Context: an optimization exercise on an open-source flow, tuned for small area. The choices shown serve that exercise and are no tape-out recipe.
Function was checked by simulation only, so behaviour that the tests miss may differ from the original.
Power figures rest on the tool's default switching activity, not on a simulated workload.

## core_top
module core_top (
	input  logic        clk_i,
	input  logic        rst_n_i,
	input  logic        fetch_enable_i,
	output logic        instr_req_o,
	output logic [31:0] instr_addr_o,
	input  logic        instr_gnt_i,
	input  logic        instr_rvalid_i,
	input  logic [31:0] instr_rdata_i,
	output logic        data_req_o,
	output logic        data_we_o,
	output logic [31:0] data_addr_o,
	output logic [31:0] data_wdata_o,
	input  logic        data_gnt_i,
	input  logic        data_rvalid_i,
	input  logic [31:0] data_rdata_i,
	output logic        core_busy_o
);
export LEC_CHECK = 0
export ABC_AREA = 1
export CAP_MARGIN = 20
export CELL_PAD_IN_SITES_DETAIL_PLACEMENT = 0
export CELL_PAD_IN_SITES_GLOBAL_PLACEMENT = 0
export CORE_MARGIN = 2
export CORE_UTILIZATION = 60
export PLACE_DENSITY = 0.7
export SLEW_MARGIN = 20
create_clock -name core_clock -period 10.0 [get_ports {clk_i}]
standard.sh (not shown) runs the stock make flow with config.mk's settings and CLKGATE_MAP_FILE= SYNTH_SCRIPT=/design/flow/synth_recipe.tcl, a recipe that flattens the netlist after the stock synthesis.
==> flow/flow/run.sh <==
#!/bin/bash
set -euo pipefail
export BUFFER_PORTS_ARGS="-buffer_cell sky130_fd_sc_hd__buf_1"
export CTS_ARGS="-sink_clustering_enable -repair_clock_nets -dont_use_dummy_load -buf_list sky130_fd_sc_hd__clkbuf_8 -sink_clustering_size 22 -sink_clustering_max_diameter 50"
sed "s|SYNTH_SCRIPT=[^ ]*|SYNTH_SCRIPT=$PWD/flow/my_synth.tcl|" standard.sh > my_synth.sh
bash my_synth.sh synth > synth.log 2>&1
export SYNTH_ODB="$PWD/orfs/results/$FLOW_PLATFORM/core_top/base/1_synth.odb"
openroad -no_init -exit flow/downsize.tcl > downsize.log 2>&1
bash standard.sh > standard_flow.log 2>&1
==> flow/flow/area.abc <==
strash
dch -f
amap
topo
dnsize -c
==> flow/flow/downsize.tcl <==
# Swap every combinational cell that synthesis sized up back to its
# smallest drive strength; flip-flops and clock cells are left alone.
# Timing slack is several ns, and later repair steps size up where needed.
read_db $::env(SYNTH_ODB)
set db [ord::get_db]
set block [[$db getChip] getBlock]
set n 0
foreach inst [$block getInsts] {
  set name [[$inst getMaster] getName]
  if {![regexp {^sky130_fd_sc_hd__([a-z0-9]+)_([0-9]+)$} $name -> fn drv]} { continue }
  if {$drv <= 1} { continue }
  if {[regexp {^(df|edf|sdf|sedf|dl|clk|tap|fill|decap|conb)} $fn]} { continue }
  foreach t {1 0} {
    set m [$db findMaster sky130_fd_sc_hd__${fn}_$t]
    if {$m ne "NULL"} {
      $inst swapMaster $m
      incr n
      break
    }
  }
}
puts "downsized $n instances"
write_db $::env(SYNTH_ODB)
==> flow/flow/my_synth.tcl <==
# The standard synthesis (synth_recipe.tcl), with one change: abc maps
# the combinational logic with the area script flow/area.abc instead of
# ORFS's own. Flip-flops are mapped before abc runs, so they are unchanged.
set flow_dir [file dirname [file normalize [info script]]]
proc abc {args} {
  global flow_dir
  set i [lsearch $args -script]
  if {$i >= 0} { lset args [expr {$i + 1}] [file join $flow_dir area.abc] }
  yosys abc {*}$args
}
source [file join [file dirname $flow_dir] synth_recipe.tcl]
Rerun with:
==> flow/flow/area.abc (replaced) <==
strash
dc2
dch -f
map -a
topo
dnsize -c
Total power shrinks by about 11%.
Routed wire length stays flat.
Synthesized area rises by about 0.75%.
Rerun with:
==> flow/flow/run.sh (replaced) <==
#!/bin/bash
set -euo pipefail
export BUFFER_PORTS_ARGS="-buffer_cell sky130_fd_sc_hd__buf_1"
export CTS_ARGS="-sink_clustering_enable -repair_clock_nets -dont_use_dummy_load -buf_list sky130_fd_sc_hd__clkbuf_8 -sink_clustering_size 20 -sink_clustering_max_diameter 50"
bash standard.sh > standard_flow.log 2>&1
removed: flow/flow/area.abc
removed: flow/flow/downsize.tcl
removed: flow/flow/my_synth.tcl
Result: Synthesized area rose by about 2%. Total power came out higher by 2.0%. First-iteration DRC count decreases by about 11%. Cell area came out higher by about 0.7%. Register-to-register slack improved by 900 ps. Final cell count hardly moves. Worst setup slack gets better by 900 ps.

[static timing again, ports no longer ideal]
Ports are ideal in the flow. The routed layouts listed here were re-timed in OpenROAD.
Step 1 (the two cells are an assumption about what drives the block):
set clk [get_ports {clk_i}]
set_driving_cell -lib_cell sky130_fd_sc_hd__clkbuf_16 $clk
set_driving_cell -lib_cell sky130_fd_sc_hd__buf_2 [delete_from_list [all_inputs] $clk]
Step 2 times the ports against the registers' clock, not the clock port: input delays grow and output delays shrink by t, the midpoint of the rising clock arrivals with the driver on.
Slacks: no drivers / after step 1 / after step 2; pairs: no drivers / after step 1.
run	shift t [ns]	setup WS [ns]	clock arrival spread, ns	worst register clock-pin slew, ns	worst slew at a driven data input, ns
the first run	0.692	4.577 / 4.577 / 4.577	0.130 / 0.129	0.12 / 0.12	0.10
the second run	0.652	5.262 / 5.262 / 5.262	0.103 / 0.103	0.12 / 0.12	0.08
the third run	0.663	6.161 / 6.135 / 5.801	0.110 / 0.110	0.11 / 0.11	0.07
After both steps setup and hold are still met in every run listed. For the third run, which loses most, drivers alone change the setup slack by -0.026 ns; drivers and shift together by -0.360 ns.
